This design comes from an exercise in tuning for small area, a short achievable clock period and few clock cycles per item on the open sky130 flow, not from production work. At most, simulation tests tie the RTL to the original design; equivalence was not proved. Only the layout flow was run in run 2; the RTL was not checked for function there. Power figures rest on the tool's default switching activity, not on a simulated workload.

==> flow/run.sh <==
#!/bin/bash
# synth_recipe.tcl (not shown) runs the flow's synth.tcl, then flattens the netlist and writes it again
# the make line also repeats each setting of config.mk as NAME=value (left out here)
make -C /OpenROAD-flow-scripts/flow DESIGN_CONFIG=/design/flow/config.mk WORK_HOME=/design/flow/orfs CLKGATE_MAP_FILE= SYNTH_SCRIPT=/design/flow/synth_recipe.tcl finish
==> flow/config.mk <==
export PLATFORM = sky130hd
export DESIGN_NAME = bitmap_block_allocator_core
export DESIGN_NICKNAME = bitmap_block_allocator_core
export VERILOG_FILES = /design/flow/design.v
export SDC_FILE = /design/flow/constraint.sdc
export NUM_CORES = 4
export LEC_CHECK = 0
export CAP_MARGIN = 20
export CORE_MARGIN = 2
export CORE_UTILIZATION = 40
export SLEW_MARGIN = 20
==> flow/constraint.sdc <==
create_clock -name core_clock -period 9.0 [get_ports {clk}]
set_input_delay 1.8000 -clock core_clock [delete_from_list [all_inputs] [get_ports {clk}]]
set_output_delay 1.8000 -clock core_clock [all_outputs]
set_load 0.01 [all_outputs]
==> flow/design.v <==
package bba_pkg;
    localparam int BLOCK_W = 10;
    localparam int COUNT_W = 11;
    localparam int STATUS_W = 2;
    localparam int WORD_W = 5;
    localparam int WORDS = 32;
    localparam int MARK_W = 32;
    localparam int POS_W = 5;
    localparam logic REQ_ALLOC = 1'b0;
    localparam logic REQ_FREE = 1'b1;
    localparam logic [STATUS_W-1:0] ST_OK = 2'd0;
    localparam logic [STATUS_W-1:0] ST_NOFREE = 2'd1;
    localparam logic [STATUS_W-1:0] ST_RANGE = 2'd2;
    localparam logic REG_BLK_COUNT = 1'b0;
    localparam logic [COUNT_W-1:0] BLK_COUNT_RESET = 11'd1024;
endpackage
import bba_pkg::*;
module bba_mark_mem (
    input  logic                 clk,
    input  logic                 rst_n,
    input  logic [WORDS-1:0]     wr_en,
    input  logic [MARK_W-1:0]    wr_data,
    input  logic                 wr_full,
    input  logic [WORDS-1:0]     rd_sel,
    output logic [MARK_W-1:0]    rd_data,
    output logic [WORDS-1:0]     full
);
    logic [MARK_W-1:0] mem_q [WORDS];
    logic [WORDS-1:0]  word_vld_reg;
    logic [WORDS-1:0]  full_reg;
    always_ff @(posedge clk or negedge rst_n)
    begin
        if (!rst_n)
        begin
            word_vld_reg <= '0;
            full_reg <= '0;
        end
        else
        begin
            for (int w = 0; w < WORDS; w++)
            begin
                if (wr_en[w])
                begin
                    word_vld_reg[w] <= 1'b1;
                    full_reg[w] <= wr_full;
                end
            end
        end
    end
    always_ff @(posedge clk)
    begin
        for (int w = 0; w < WORDS; w++)
        begin
            if (wr_en[w])
            begin
                mem_q[w] <= wr_data;
            end
        end
    end
    always_comb
    begin
        rd_data = '0;
        for (int w = 0; w < WORDS; w++)
        begin
            rd_data = rd_data | (mem_q[w] & {MARK_W{rd_sel[w] & word_vld_reg[w]}});
        end
    end
    assign full = full_reg;
endmodule
import bba_pkg::*;
module bitmap_block_allocator_core #(
    parameter int NUM_BLOCKS = 1024
) (
    input  logic                           clk,
    input  logic                           rst_n,
    input  logic                           req_valid,
    output logic                           req_ready,
    input  logic                           req_type,
    input  logic [9:0]                     req_block_number,
    output logic                           res_valid,
    input  logic                           res_ready,
    output logic [1:0]                     res_status,
    output logic [9:0]                     res_allocated_block,
    input  logic                           psel,
    input  logic                           penable,
    input  logic                           pwrite,
    input  logic [2:0]                     paddr,
    input  logic [31:0]                    pwdata,
    output logic [31:0]                    prdata,
    output logic                           pready
);
    logic [COUNT_W-1:0] blk_count_reg;
    logic [COUNT_W-1:0] limit;
    logic               cfg_wr;
    assign pready = 1'b1;
    assign cfg_wr = psel && penable && pwrite && (paddr[2] == REG_BLK_COUNT);
    always_ff @(posedge clk or negedge rst_n)
    begin
        if (!rst_n)
            blk_count_reg <= BLK_COUNT_RESET;
        else if (cfg_wr)
            blk_count_reg <= pwdata[COUNT_W-1:0];
    end
    assign prdata = (paddr[2] == REG_BLK_COUNT) ? 32'(blk_count_reg) : '0;
    assign limit = blk_count_reg[10] ? COUNT_W'(1024) : blk_count_reg;
    logic [WORDS-1:0] word_in_range;
    always_comb
    begin
        for (int w = 0; w < WORDS; w++)
            word_in_range[w] = (COUNT_W'(w * MARK_W) < limit);
    end
    logic [MARK_W-1:0] tail_mask;
    always_comb
    begin
        for (int b = 0; b < MARK_W; b++)
            tail_mask[b] = (POS_W'(b) < limit[POS_W-1:0]);
    end
    logic                r_vld;
    logic                r_type;
    logic [BLOCK_W-1:0]  r_blk;
    logic                q0_vld, q1_vld;
    logic [11:0]         q0_data, q1_data;
    logic                accept, proc, pop;
    logic [11:0]         res_new;
    assign req_ready = !r_vld || !q1_vld;
    assign accept = req_valid && req_ready;
    assign pop = q0_vld && res_ready;
    assign proc = r_vld && (!q1_vld || pop);
    always_ff @(posedge clk or negedge rst_n)
    begin
        if (!rst_n)
        begin
            r_vld <= 1'b0;
            q0_vld <= 1'b0;
            q1_vld <= 1'b0;
        end
        else
        begin
            r_vld <= accept || (r_vld && !proc);
            if (pop)
            begin
                q0_vld <= q1_vld || proc;
                q1_vld <= q1_vld && proc;
            end
            else if (proc)
            begin
                q0_vld <= 1'b1;
                q1_vld <= q0_vld;
            end
        end
    end
    always_ff @(posedge clk)
    begin
        if (accept)
        begin
            r_type <= req_type;
            r_blk <= req_block_number;
        end
        if (pop)
        begin
            q0_data <= q1_vld ? q1_data : res_new;
            q1_data <= res_new;
        end
        else if (proc)
        begin
            if (!q0_vld)
                q0_data <= res_new;
            else
                q1_data <= res_new;
        end
    end
    assign res_valid = q0_vld;
    assign res_status = q0_data[11:10];
    assign res_allocated_block = q0_data[9:0];
    logic [WORD_W-1:0]  cw;
    logic               cv;
    logic [MARK_W-1:0]  cd;
    logic               cpart;
    logic [WORDS-1:0]   mem_full;
    logic [WORDS-1:0]   mem_wr_en;
    logic [MARK_W-1:0]  mem_wr_data;
    logic               mem_wr_full;
    logic [WORDS-1:0]   mem_rd_sel;
    logic [MARK_W-1:0]  mem_rd_data;
    logic [MARK_W-1:0]  free_vec;
    logic [MARK_W-1:0]  pick;
    logic [POS_W-1:0]   pick_pos;
    logic               found;
    logic [MARK_W-1:0]  alloc_data;
    logic               alloc_full;
    assign free_vec = ~cd & (cpart ? tail_mask : '1);
    assign found = cv && (|free_vec);
    always_comb
    begin
        pick = '0;
        pick_pos = '0;
        for (int i = MARK_W - 1; i >= 0; i--)
        begin
            if (free_vec[i])
            begin
                pick = MARK_W'(1) << i;
                pick_pos = POS_W'(i);
            end
        end
    end
    assign alloc_data = cd | pick;
    assign alloc_full = &alloc_data;
    logic [WORD_W-1:0]  f_word;
    logic [MARK_W-1:0]  f_bit;
    logic               f_ok;
    logic [MARK_W-1:0]  free_data;
    assign f_word = r_blk[BLOCK_W-1:POS_W];
    assign f_bit = MARK_W'(1) << r_blk[POS_W-1:0];
    assign f_ok = (COUNT_W'(r_blk) < limit);
    assign free_data = mem_rd_data & ~f_bit;
    logic               p_alloc, p_free;
    logic [WORDS-1:0]   avail;
    logic [WORDS-1:0]   next_sel;
    logic [WORD_W-1:0]  next_word;
    logic               next_any;
    assign p_alloc = proc && (r_type == REQ_ALLOC);
    assign p_free = proc && (r_type == REQ_FREE);
    always_comb
    begin
        avail = word_in_range & ~mem_full;
        if (p_alloc)
            avail[cw] = 1'b0;
        next_sel = '0;
        next_word = '0;
        for (int w = WORDS - 1; w >= 0; w--)
        begin
            if (avail[w])
            begin
                next_sel = WORDS'(1) << w;
                next_word = WORD_W'(w);
            end
        end
        next_any = |avail;
    end
    always_comb
    begin
        mem_rd_sel = p_free ? (WORDS'(1) << f_word) : next_sel;
        mem_wr_en = '0;
        if (p_alloc && found)
            mem_wr_en = WORDS'(1) << cw;
        if (p_free && f_ok)
            mem_wr_en = WORDS'(1) << f_word;
        mem_wr_data = p_free ? free_data : alloc_data;
        mem_wr_full = p_free ? 1'b0 : alloc_full;
    end
    bba_mark_mem u_mem (
        .clk     (clk),
        .rst_n   (rst_n),
        .wr_en   (mem_wr_en),
        .wr_data (mem_wr_data),
        .wr_full (mem_wr_full),
        .rd_sel  (mem_rd_sel),
        .rd_data (mem_rd_data),
        .full    (mem_full)
    );
    logic               load_next, load_free;
    assign load_next = !proc || (p_alloc && found && alloc_full);
    assign load_free = p_free && f_ok && (!cv || (f_word <= cw));
    always_ff @(posedge clk)
    begin
        if (load_next)
        begin
            cw <= next_word;
            cv <= next_any;
            cd <= mem_rd_data;
            cpart <= ({1'b0, next_word} == limit[COUNT_W-1:POS_W]);
        end
        else if (load_free)
        begin
            cw <= f_word;
            cv <= 1'b1;
            cd <= free_data;
            cpart <= ({1'b0, f_word} == limit[COUNT_W-1:POS_W]);
        end
        else if (p_alloc && found)
        begin
            cd <= alloc_data;
        end
    end
    always_comb
    begin
        if (r_type == REQ_ALLOC)
            res_new = found ? {ST_OK, cw, pick_pos} : {ST_NOFREE, 10'd0};
        else
            res_new = f_ok ? {ST_OK, 10'd0} : {ST_RANGE, 10'd0};
    end
endmodule
==> metrics.yaml, run 1 <==
synth_top_area_cell: "edfxtp_1"
nets: 3964
dpl.hpwl_um: 130000
finalPower_mw: 17.4
gp_congestion: 0.964
finalCritPeriodShare_pct: 86.0
first_pass_iters: 9
timing.rr.end: "u_mem.mem_q[3][16]"
avgSynthCellArea_um2: 13.7
grt_max_degree: 46
overflow: 0
ys_seq_area_share_pct: 68.2
cts_buffers: 120
synth-edff-count: 1098
synth_most_common_cell: "edfxtp_1"
io_pins: 100
synth_compound_area_share_pct: 16.5
tns_ns: 0
ys_async_sr_fraction_pct: 6.63
min_from: "u_mem.word_vld_reg[3]"
antenna_found_initial: 5
synth-main-ff-cell: "edfxtp_1"
grt_pass1_wl_um: 276000
hold_buffers: 0
htreeDepth: 3
finalSetupViolations: 0
tightestPinTransition_ns: 1.23
p_per_area_mw_per_mm2: 294
largest_register_ffs: 1024
root_buffer: "clkbuf_16"
wirelength_um: 201000
skew_ns: 0.0509
r2r_start: "cw[0]"
hold_class: "reg2reg"
track_usage_pct: 29.8
postRouteAntennaNets: 0
rrSetupSlack_ns: 1.69
vias_per_cell: 6.78
chipHeight_um: 362
vdd_drop_max_uv: 222
status: "timing/DRC/antenna clean"
top_register: "u_mem.mem_q"
maxSlewHeadroom_pct: 17.8
drive_gt1_share_pct: 14.5
final_hold_viol_count: 0
dp.cells: 5430
clkTransAtPathRegs_ns: 0.06
synth_fa_ha_area_share_pct: 0.489
hold_depth: 1
routedWlPerCell_um: 35.5
drc: 0
cp.required_ns: 9.52
nFillCells: 11200
final.min_clock_period_ns: 7.74
syn_to_final_growth_pct: 15.4
slew_viol_final: 0
grt_pass1_vias: 35600
syn_inst: 3723
tritoncts: "done"
yosys.area_share.simple_pct: 10.8
end_kind: "flip-flop"
synth_area_leaders: "edfxtp_1 64%, dfrtp_1 3.8%, a22oi_1 2.5%"
rsz0062_at_grt: "no"
synth_cell_types: 108
max_freq_mhz: 129
cts_resized: 0
start_kind: "input port"
holdPathEnd: "u_mem.word_vld_reg[3]"
synth-xor-area-share_pct: 0.0684
netlist_area_mm2: 0.0512
initial_utilization_pct: 40.2
synth_common_cells: "1098 x edfxtp_1, 317 x nand2_1, 169 x a22oi_1, 152 x clkbuf_1, 149 x nand3_1"
fp-row-count: 131
synth_top_family_by_area: "compound AO/OA/AOI/OAI gates"
synth_seq_cells: 1176
cts_buffer_depth: 3
die_area_mm2: 0.131
portBuffers: 54
synth_top_area_share_pct: 64.4
die_w_um: 362
num_vias: 38300
crit_arrival_ns: 8.26
cp_max_fo: 32
synth_mux_area_share_pct: 1.14
fin_ws_ns: 1.26
core_mm2: 0.127
r2r_cells: 16
insertion_delay_ns: 0.75
post-place-ws_ns: 0.872
clock_sinks: 1176
post_cts_buffers: 0
ys.warnings.count: 3
drtIter0Drc: 6460
path_class: "in2reg"
critPathLaunch: "res_ready"
stdcell_count: 5654
max_cap_violations: 0
timing.hold.ws_ns: 0.468
leakage_nw: 19.4
==> layout by cell type, fill, tap and decap left out, types with 21 or more instances in the layout <==
cell             count
nand2_1            317
clkdlybuf4s50_1     53
a32oi_1             53
a221oi_1            78
inv_1               52
a21boi_0            24
a32o_1              25
and3_1              44
o21ai_0             89
buf_4              208
clkbuf_16          122
mux2_2              51
nand4_1             77
and2_1              50
conb_1              22
clkinv_1            34
a22o_1              81
a222oi_1            51
clkbuf_1            21
a22oi_1            169
a211oi_1            31
buf_12              22
edfxtp_1          1098
nor4_1              21
nand2b_1            48
a221o_1             29
o22ai_1             47
a21oi_1             99
nand3_1            149
clkinv_2            24
nor3_1              48
dfrtp_1             77
nor2_1             128
o2bb2ai_1           21
a31oi_1             52
o211ai_1            30
==> per-stage QoR <==
step,cell area [µm²],util (%)
floorplan,51300,-
global route,59100,46.4
global placement,55100,43.3
finish,59100,46.5
detailed placement,55100,43.3
CTS,59100,46.4
==> critical path, stage by stage <==
cell             delay [ns]
clkdlybuf4s50_1        0.56
a21boi_1               0.28
or3b_1                 0.64
o21ai_1                0.55
nand4_1                0.66
nor2_1                 0.88
and4_1                 1.07
buf_4                  0.33
a22oi_1                0.10
nand4_1                0.24
and4b_1                0.31
nand4_1                0.32
o2bb2ai_2              0.20
buf_12                 0.22
==> kinds of logic after synthesis <==
kind of cell | count (synthesis)
compound gates | 1098
xor+xnor | 4
fa+ha+maj | 20
buf+inv | 324
flops | 1176
mux | 52
other cells | 2
simple gates | 1047
==> where the power goes <==
group	total, mW	internal [mW]	switching [mW]
clock	5.03	2.88	2.15
sequential	7.57	7.23	0.341
combinational	4.79	1.29	3.50
==> layout make-up <==
| class | count | area [µm²] | share of cell area [%] |
|---|---|---|---|
| Multi-Input combinational cell | 2243 | 15400 | 26.0 |
| Clock inverter | 73 | 761 | 1.29 |
| Inverter | 67 | 251 | 0.426 |
| Antenna cell | 4 | 10.0 | 0.0169 |
| Timing Repair Buffer | 283 | 2530 | 4.29 |
| Clock buffer | 146 | 3170 | 5.37 |
| Sequential cell | 1176 | 34900 | 59.1 |
| Tap cell | 1662 | 2080 | 3.52 |
==> metal layers <==
metal | vias to the layer above | global-route usage [%] | routed length, µm
met2 | 3028 | 44.9 | 87400
met4 | 2 | 15.9 | 12000
met1 | 19300 | 40.2 | 75000
li1 | 15500 | - | -
met5 | - | 0 | 13
met3 | 532 | 7.02 | 26100
==> how the worst max path moves through the flow <==
| stage | endpoint | slack [ns] | depth (start not counted) |
|---|---|---|---|
| 2_1_floorplan | u_mem.mem_q[0][29] | 3.04 | 15 |
| 5_1_grt | u_mem.mem_q[1][4] | 1.20 | 14 |
| 3_5_place_dp | u_mem.mem_q[8][16] | 0.87 | 14 |
| 3_3_place_gp | u_mem.mem_q[2][16] | 0.92 | 14 |
| 4_1_cts | u_mem.mem_q[3][16] | 1.62 | 14 |
| 6_report | u_mem.mem_q[3][16] | 1.26 | 14 |
Testbench counts, summed over its fixed seeds: cycles 16,168, items 16,152.
==> run 2, diff against run 1 <==
--- a/flow/design.v
+++ b/flow/design.v
@@ -125,7 +125,7 @@
     assign req_ready = !r_vld || !q1_vld;
     assign accept = req_valid && req_ready;
     assign pop = q0_vld && res_ready;
-    assign proc = r_vld && (!q1_vld || pop);
+    assign proc = r_vld && !q1_vld;
     always_ff @(posedge clk or negedge rst_n)
     begin
         if (!rst_n)
@@ -218,12 +218,15 @@
     logic [WORDS-1:0]   next_sel;
     logic [WORD_W-1:0]  next_word;
     logic               next_any;
+    logic               r_alloc, r_free;
+    assign r_alloc = r_vld && (r_type == REQ_ALLOC);
+    assign r_free = r_vld && (r_type == REQ_FREE);
     assign p_alloc = proc && (r_type == REQ_ALLOC);
     assign p_free = proc && (r_type == REQ_FREE);
     always_comb
     begin
         avail = word_in_range & ~mem_full;
-        if (p_alloc)
+        if (r_alloc)
             avail[cw] = 1'b0;
         next_sel = '0;
         next_word = '0;
@@ -239,14 +242,14 @@
     end
     always_comb
     begin
-        mem_rd_sel = p_free ? (WORDS'(1) << f_word) : next_sel;
+        mem_rd_sel = r_free ? (WORDS'(1) << f_word) : next_sel;
         mem_wr_en = '0;
         if (p_alloc && found)
             mem_wr_en = WORDS'(1) << cw;
         if (p_free && f_ok)
             mem_wr_en = WORDS'(1) << f_word;
-        mem_wr_data = p_free ? free_data : alloc_data;
-        mem_wr_full = p_free ? 1'b0 : alloc_full;
+        mem_wr_data = r_free ? free_data : alloc_data;
+        mem_wr_full = r_free ? 1'b0 : alloc_full;
     end
     bba_mark_mem u_mem (
         .clk     (clk),
@@ -259,7 +262,7 @@
         .full    (mem_full)
     );
     logic               load_next, load_free;
-    assign load_next = !proc || (p_alloc && found && alloc_full);
+    assign load_next = !r_vld || (p_alloc && found && alloc_full);
     assign load_free = p_free && f_ok && (!cv || (f_word <= cw));
     always_ff @(posedge clk)
     begin
--- a/flow/config.mk
+++ b/flow/config.mk
@@ -5,6 +5,7 @@
 export SDC_FILE = /design/flow/constraint.sdc
 export NUM_CORES = 4
 export LEC_CHECK = 0
+export ABC_CLOCK_PERIOD_IN_PS = 2500
 export CAP_MARGIN = 20
 export CORE_MARGIN = 2
 export CORE_UTILIZATION = 40
==> run 2 against run 1 <==
  * Still clean on timing, DRC and antenna
  * Register-to-register slack got worse by 0.22 ns
  * Clock skew rose by 0.014 ns
  * Non-clock buffer count fell by 40
  * Design area fell by 0.89%
  * Wire length rose by 2.4%
  * Worst hold slack improved by 0.016 ns
  * Sequential power rose by 1%
  * Core utilization fell by 0.59 points
  * Die area rose by 0.74%
  * Highest routed layer unchanged
  * Clock power fell by 5.2%
  * Power fell by 3.4%
  * Critical endpoint is now u_mem.mem_q[3][7]
==> metrics.yaml, run 2 <==
portBuffers: 54
slew_viol_final: 0
vdd_drop_max_uv: 174
grtUsageMet2_pct: 44.7
grtUsageMet3_pct: 7.95
clkTransAtPathRegs_ns: 0.06
tns_ns: 0
grt.met1_usage_pct: 42.0
post-route-util_pct: 45.9
start_kind: "flip-flop"
finalCritPeriodShare_pct: 83.7
clock_sinks: 1176
p_per_area_mw_per_mm2: 287
finalSetupViolations: 0
nets: 3974
syn_inst: 3766
synth_top_area_cell: "edfxtp_1"
cp_max_fo: 18
ys_async_sr_fraction_pct: 6.63
path_class: "reg2reg"
track_usage_pct: 30.5
die_area_mm2: 0.132
post-place-ws_ns: 1.72
tightestPinTransition_ns: 1.23
end_kind: "flip-flop"
vias_per_cell: 6.77
wirelength_um: 205000
cts_resized: 0
netlist_area_mm2: 0.0516
largest_register_ffs: 1024
postLayoutCellArea_mm2: 0.0586
synth-edff-count: 1098
maxSlewHeadroom_pct: 17.2
grt_max_degree: 60
placed_cell_area_mm2: 0.0549
syn_to_final_growth_pct: 13.6
r2r_cells: 16
synth-main-ff-cell: "edfxtp_1"
ys_seq_area_share_pct: 67.7
synth_cell_types: 115
io_pins: 100
cts_buffer_depth: 3
max_freq_mhz: 133
cts_buffers: 118
fin_ws_ns: 1.47
hold_buffers: 0
grt_pass1_wl_um: 282000
fp-row-count: 131
rrSetupSlack_ns: 1.47
gp_congestion: 1.02
min_from: "u_mem.word_vld_reg[0]"
hold_depth: 1
num_vias: 38400
routedWlPerCell_um: 36.2
synth_common_cells: "1098 x edfxtp_1, 357 x nand2_1, 142 x nand3_1, 139 x a22oi_1, 132 x clkbuf_1"
dpl.hpwl_um: 136000
r2r_start: "cw[0]"
crit_arrival_ns: 8.15
top_register: "u_mem.mem_q"
initial_utilization_pct: 40.4
max_cap_violations: 0
final.min_clock_period_ns: 7.53
cp.required_ns: 9.62
final_hold_viol_count: 0
chipHeight_um: 363
htreeDepth: 3
drtIter0Drc: 6782
post_cts_buffers: 0
timing.rr.end: "u_mem.mem_q[3][7]"
core_mm2: 0.128
skew_ns: 0.0648
leakage_nw: 19.5
drive_gt1_share_pct: 14.0
rsz0062_at_grt: "no"
die_w_um: 363
root_buffer: "clkbuf_16"
synth_most_common_cell: "edfxtp_1"
overflow: 0
avgSynthCellArea_um2: 13.7
synth_seq_cells: 1176
synth_area_leaders: "edfxtp_1 64%, dfrtp_1 3.7%, nand2_1 2.6%"
hold_class: "reg2reg"
holdPathEnd: "u_mem.word_vld_reg[0]"
drc: 0
first_pass_iters: 8
insertion_delay_ns: 0.79
synth_top_area_share_pct: 63.9
postRouteAntennaNets: 0
status: "timing/DRC/antenna clean"
ys.warnings.count: 3
grt-busiest-layer: "met2"
tritoncts: "done"
antenna_found_initial: 7
final_cell_mix: "1098 x edfxtp_1, 357 x nand2_1, 189 x buf_4"
grt_pass1_vias: 35300
final_common_cell: "edfxtp_1"
run 2: per-layer routing:
metal  wire length, µm  share of wire [%]
met1             79700                 39
met2             88100                 43
met3             25700                 13
met4             11900                5.8
met5                11             0.0054
run 2: kinds of logic (layout without fill, tap and decap cells):
| kind of cell | Yosys count | count (layout) | synth area share (%) |
|---|---|---|---|
| and+or+nand+nor | 1199 | 1199 | 12.5 |
| DFF | 1176 | 1176 | 67.7 |
| AOI/OAI and AO/OA | 985 | 985 | 15.0 |
| buffers and inverters | 316 | 531 | 2.78 |
| muxes | 65 | 65 | 1.42 |
| adders and majority gates | 20 | 20 | 0.485 |
| xor gates and xnor gates | 3 | 3 | 0.0510 |
| other | 2 | 27 | 0.0146 |
run 2: critical path, stage by stage (launching register included):
cell	delay, ns
edfxtp_1	0.66
inv_1	0.13
ha_1	0.27
ha_1	0.43
nor3b_4	0.50
nand3_1	0.28
a2bb2oi_2	0.73
nand4_1	0.72
nor3_4	0.70
a31oi_1	0.30
nor2b_2	0.88
buf_4	0.45
a22oi_1	0.14
nand2_1	0.11
nor3_1	0.08
o21ai_2	0.64
buf_4	0.34
run 2: final cells by class:
| cell class | count | area, µm² |
|---|---|---|
| fill | 11400 | 69100 |
| sequential | 1176 | 34900 |
| multi-input combinational | 2294 | 15600 |
| clock buffer | 165 | 3190 |
| tap | 1662 | 2080 |
| timing repair buffer | 243 | 1970 |
| clock inverter | 55 | 488 |
| inverter | 68 | 255 |
| antenna | 5 | 12.5 |
run 2: worst max-delay path by stage:
stage / startpoint / endpoint / slack (ns) / cells past startpoint
finish: cw[0] / u_mem.mem_q[3][7] / 1.47 / 16
global route: cw[0] / u_mem.mem_q[6][7] / 1.27 / 16
CTS: cw[0] / u_mem.mem_q[3][7] / 1.73 / 16
detailed placement: cw[0] / u_mem.mem_q[7][7] / 1.72 / 16
global placement: cw[0] / u_mem.mem_q[4][7] / 1.83 / 16
floorplan: blk_count_reg[10] / u_mem.full_reg[7] / 3.26 / 14
run 2: where the power goes:
| part | internal (mW) | switching (mW) |
|---|---|---|
| Combinational | 1.14 | 3.23 |
| Clock | 2.62 | 2.15 |
| Sequential | 7.23 | 0.428 |
| Total | 11.0 | 5.81 |
run 2: metrics by stage:
step,power [mW],hold slack [ns],cells
CTS,16.7,0.484,5663
finish,16.8,0.484,5668
floorplan,9.87,0.427,3786
global route,17.2,0.509,5663
detailed placement,12.0,0.454,5443
global placement,11.9,0.464,5443

==> port drivers added, routing unchanged <==
How much do the figures lean on ideal ports? The routed layouts below were timed once more, with nothing changed but the port constraints. Step 1 assumes that a clkbuf_16 drives the clock port and a buf_2 every other input. Step 2 moves the port delays by t, midway between the first and last clock arrival at a register: inputs arrive t later, outputs are due t later. That takes back most of the time a late clock gives input paths. Three values: ideal, step 1, step 2; two values: the first two.
| run | shift t [ns] | setup WS [ns] | worst register clock-pin slew, ns | worst slew at a driven data input, ns |
|---|---|---|---|---|
| run 1 | 0.797 | 1.261 / 1.311 / 0.514 | 0.07 / 0.07 | 0.05 |
| run 2 | 0.838 | 1.470 / 1.470 / 1.470 | 0.07 / 0.07 | 0.05 |
After both steps every run listed still meets setup and hold. The setup slack of run 1, which loses most, moves by +0.050 ns with the drivers and by -0.747 ns with both steps.
